Background: an optimization exercise with open tools, aiming at small area, a short achievable clock period and few clock cycles per item. Do not read the settings as production practice.
In this exercise RTL edits were held to simulation tests only and were not proved equivalent to the original.

==> flow/design.v (excerpt) <==
module sgd_top (
    input  wire                       clk,
    input  wire                       rst_n,
    input  wire                       start,
    input  wire sgd_pkg::count_t      mini_batch_size,
    input  wire sgd_pkg::count_t      number_of_samples,
    input  wire sgd_pkg::count_t      number_of_epochs,
    input  wire sgd_pkg::shift_t      step_shift,
    input  wire sgd_pkg::features_t   sample_features,
    input  wire sgd_pkg::model_word_t sample_label,
    input  wire                       sample_valid,
    output wire                       sample_ready,
    output wire sgd_pkg::model_word_t x_out_data,
    output wire                       x_out_valid,
    input  wire                       x_out_ready,
    output wire                       x_out_last,
    output wire                       done
);
For scale: about 6500 cells after synthesis, ~160 I/O pins, about 61000 µm² of cells after synthesis.
Settings: LEC_CHECK=0, ABC_AREA=1, CAP_MARGIN=20, CORE_MARGIN=2, CORE_UTILIZATION=45, CTS_BUF_LIST=sky130_fd_sc_hd__clkbuf_4 sky130_fd_sc_hd__clkbuf_8, SETUP_SLACK_MARGIN=5, SLEW_MARGIN=20; clock period 10.0 ns.
standard.sh (not shown) runs the stock make flow with config.mk's settings and CLKGATE_MAP_FILE= SYNTH_SCRIPT=/design/flow/synth_recipe.tcl, a recipe that flattens the netlist after the stock synthesis.
==> flow/flow/run.sh <==
#!/bin/bash
# Own layout flow: the standard flow, with one netlist step between
# synthesis and floorplan, and a tighter setup target for the repairs.
#  1. standard synthesis (bash standard.sh synth), unchanged
#  2. flow/faopt.py re-chooses the polarity of each full adder (and xor/xnor)
#     so that fewer inverters are needed; registers are not touched
#  3. the rest of the standard flow, with the setup repair aiming at
#     SETUP_SLACK_MARGIN below (the clock and constraints are the standard flow's), and
#     every port buffered with buf_2 rather than the cell buffer_ports picks
# Each tool's output goes to a log file of its own in this folder.
set -euo pipefail
MARGIN=${MARGIN:-5.3}
R=orfs/results/${FLOW_PLATFORM}/sgd_top/base

bash standard.sh synth > synth.log 2>&1
cp $R/1_2_yosys.v $R/1_2_yosys.std.v
python3 flow/faopt.py $R/1_2_yosys.std.v $R/1_2_yosys.opt.v > faopt.log 2>&1
cp $R/1_2_yosys.opt.v $R/1_2_yosys.v
touch $R/1_2_yosys.v
rm -f $R/1_synth.odb $R/1_synth.sdc
bash standard.sh synth > synth_odb.log 2>&1
bash standard.sh SETUP_SLACK_MARGIN=$MARGIN "BUFFER_PORTS_ARGS=-buffer_cell sky130_fd_sc_hd__buf_2" finish > finish.log 2>&1
Other scripts of this flow, unchanged in this note and not shown: flow/flow/faopt.py
The starting point ran to the end with no violations.
Testbench counts at the start, summed over its fixed seeds: cycles 5,573, samples 3,865.
Rerun with:
--- a/flow/flow/run.sh
+++ b/flow/flow/run.sh
@@ -12 +12 @@
-MARGIN=${MARGIN:-5.3}
+MARGIN=${MARGIN:-5.4}
--- a/flow/config.mk
+++ b/flow/config.mk
@@ -11 +11 @@
-export CORE_UTILIZATION = 45
+export CORE_UTILIZATION = 55
First-iteration DRC count falls by 2.6%.
Core utilization rises by 12 points.
Via count rises by 1.4%.
Wire length rises by 3.9%.
Hold slack gets worse by 13 ps.
Design area rises by 1.3%.
Sequential share of layout area falls by 0.22 points.
Final cell count falls by 2.4%.
Die area falls by 18%.

Setup of build 65:
sgd_top again, from the RTL that the note above started with.
clock: 10.0 ns
lec_check: 0
abc_area: 1
cap_margin: 20
core_margin: 2
core_utilization: 45
cts_buf_list: sky130_fd_sc_hd__clkbuf_4 sky130_fd_sc_hd__clkbuf_8
setup_slack_margin: 5
slew_margin: 20
==> flow/flow/run.sh <==
#!/bin/bash
# Own layout flow: the standard flow, with one netlist step between
# synthesis and floorplan, and a tighter setup target for the repairs.
#  1. standard synthesis (bash standard.sh synth), unchanged
#  2. flow/faopt.py re-chooses the polarity of each full adder (and xor/xnor)
#     so that fewer inverters are needed; registers are not touched
#  3. the rest of the standard flow, with the setup repair aiming at
#     SETUP_SLACK_MARGIN below (the clock and constraints are the standard flow's), and
#     every port buffered with buf_2 rather than the cell buffer_ports picks
# Each tool's output goes to a log file of its own in this folder.
set -euo pipefail
MARGIN=${MARGIN:-5.4}
R=orfs/results/${FLOW_PLATFORM}/sgd_top/base

bash standard.sh synth > synth.log 2>&1
cp $R/1_2_yosys.v $R/1_2_yosys.std.v
python3 flow/faopt.py $R/1_2_yosys.std.v $R/1_2_yosys.opt.v > faopt.log 2>&1
cp $R/1_2_yosys.opt.v $R/1_2_yosys.v
touch $R/1_2_yosys.v
rm -f $R/1_synth.odb $R/1_synth.sdc
bash standard.sh synth > synth_odb.log 2>&1
bash standard.sh SETUP_SLACK_MARGIN=$MARGIN "BUFFER_PORTS_ARGS=-buffer_cell sky130_fd_sc_hd__buf_2" finish > finish.log 2>&1
Other scripts of this flow, unchanged in this note and not shown: flow/flow/faopt.py
Testbench counts of build 65, summed over its fixed seeds: cycles 5,573, samples 3,865.
## Diff of input files: build 20 against build 65
diff --git a/flow/config.mk b/flow/config.mk
--- a/flow/config.mk
+++ b/flow/config.mk
@@ -12,0 +13 @@
+export PLACE_DENSITY = 0.7
## What came out
- Build 20 reached the final stage; the timing, design-rule and antenna checks on its layout passed.
- From build 65 to build 20 the numbers moved as follows: worst reg-to-reg path cell count picked up an extra 8, data required time at the worst endpoint increased by 2.57 ns relative to the old numbers, via count moved up, signal arrival time at the worst endpoint now sits higher.
- Delta (build 20 minus build 65): share of the clock period used by the worst path rose 1.0 points; sequential portion of the cell area did not really move.
[inputs] build 5 vs build 20
diff --git a/flow/flow/run.sh b/flow/flow/run.sh
--- a/flow/flow/run.sh
+++ b/flow/flow/run.sh
@@ -8,2 +8 @@
-#     SETUP_SLACK_MARGIN below (the clock and constraints are the standard flow's), and
-#     every port buffered with buf_2 rather than the cell buffer_ports picks
+#     SETUP_SLACK_MARGIN below (the clock and constraints are the standard flow's)
@@ -12 +11 @@
-MARGIN=${MARGIN:-5.4}
+MARGIN=${MARGIN:-5.3}
@@ -22 +21 @@
-bash standard.sh SETUP_SLACK_MARGIN=$MARGIN "BUFFER_PORTS_ARGS=-buffer_cell sky130_fd_sc_hd__buf_2" finish > finish.log 2>&1
+bash standard.sh SETUP_SLACK_MARGIN=$MARGIN finish > finish.log 2>&1
diff --git a/flow/config.mk b/flow/config.mk
--- a/flow/config.mk
+++ b/flow/config.mk
@@ -13 +12,0 @@
-export PLACE_DENSITY = 0.7
### Flow results
Both conditions hold for build 5: the flow ran to the end and the final layout passed the timing, design-rule and antenna checks. Build 20: no failed stages, no open violations at the end. On global-route met1 utilization: build 5 sits above build 20. Build 20 has higher number of non-clock inverters in the layout than build 5. On clock-pin slew of the registers on the worst-case setup and hold paths, build 5 and build 20 are neck and neck. On final instance area: between build 5 and build 20, it ends up lower for build 5.
### build 5 -> build 81
diff --git a/flow/flow/run.sh b/flow/flow/run.sh
--- a/flow/flow/run.sh
+++ b/flow/flow/run.sh
@@ -11 +11 @@
-MARGIN=${MARGIN:-5.3}
+MARGIN=${MARGIN:-5}
--- outcome ---
Compared with build 5, build 81 shows a higher sequential cell area share. Build 5 vs build 81, first element of the critical path: u_model.x[54] vs e0[31]. Sort build 5 and build 81 by global-route wire length before repair, ascending, and build 81 comes first.

==> what the ideal ports hide <==
Ports are ideal in the flow. The routed layouts listed here were re-timed in OpenROAD. Step 1 assumes that a clkbuf_16 drives the clock port and a buf_2 every other input. Step 2 adds t to the input delays and takes it off the output delays; t is the mean of the earliest and latest rising clock arrival at the registers after step 1. Input paths then give back, and output paths get back, about the clock's delay inside the block. Three values: ideal, step 1, step 2; two values: the first two.
run	shift t [ns]	slack for setup (ns)	worst register clock-pin slew, ns	pins driven straight from the clock port
the first run of note 1	0.917	5.304 / 5.232 / 5.358	0.08 / 0.08	1
the second run of note 1	0.881	5.334 / 5.334 / 5.334	0.08 / 0.08	1
build 65	0.926	5.388 / 5.315 / 5.409	0.08 / 0.08	1
build 20	0.886	5.287 / 5.287 / 5.287	0.08 / 0.08	1
build 5	0.910	5.235 / 5.163 / 5.388	0.07 / 0.07	1
build 81	0.908	5.042 / 5.026 / 5.042	0.07 / 0.07	1
After both steps setup and hold are still met in every run listed.
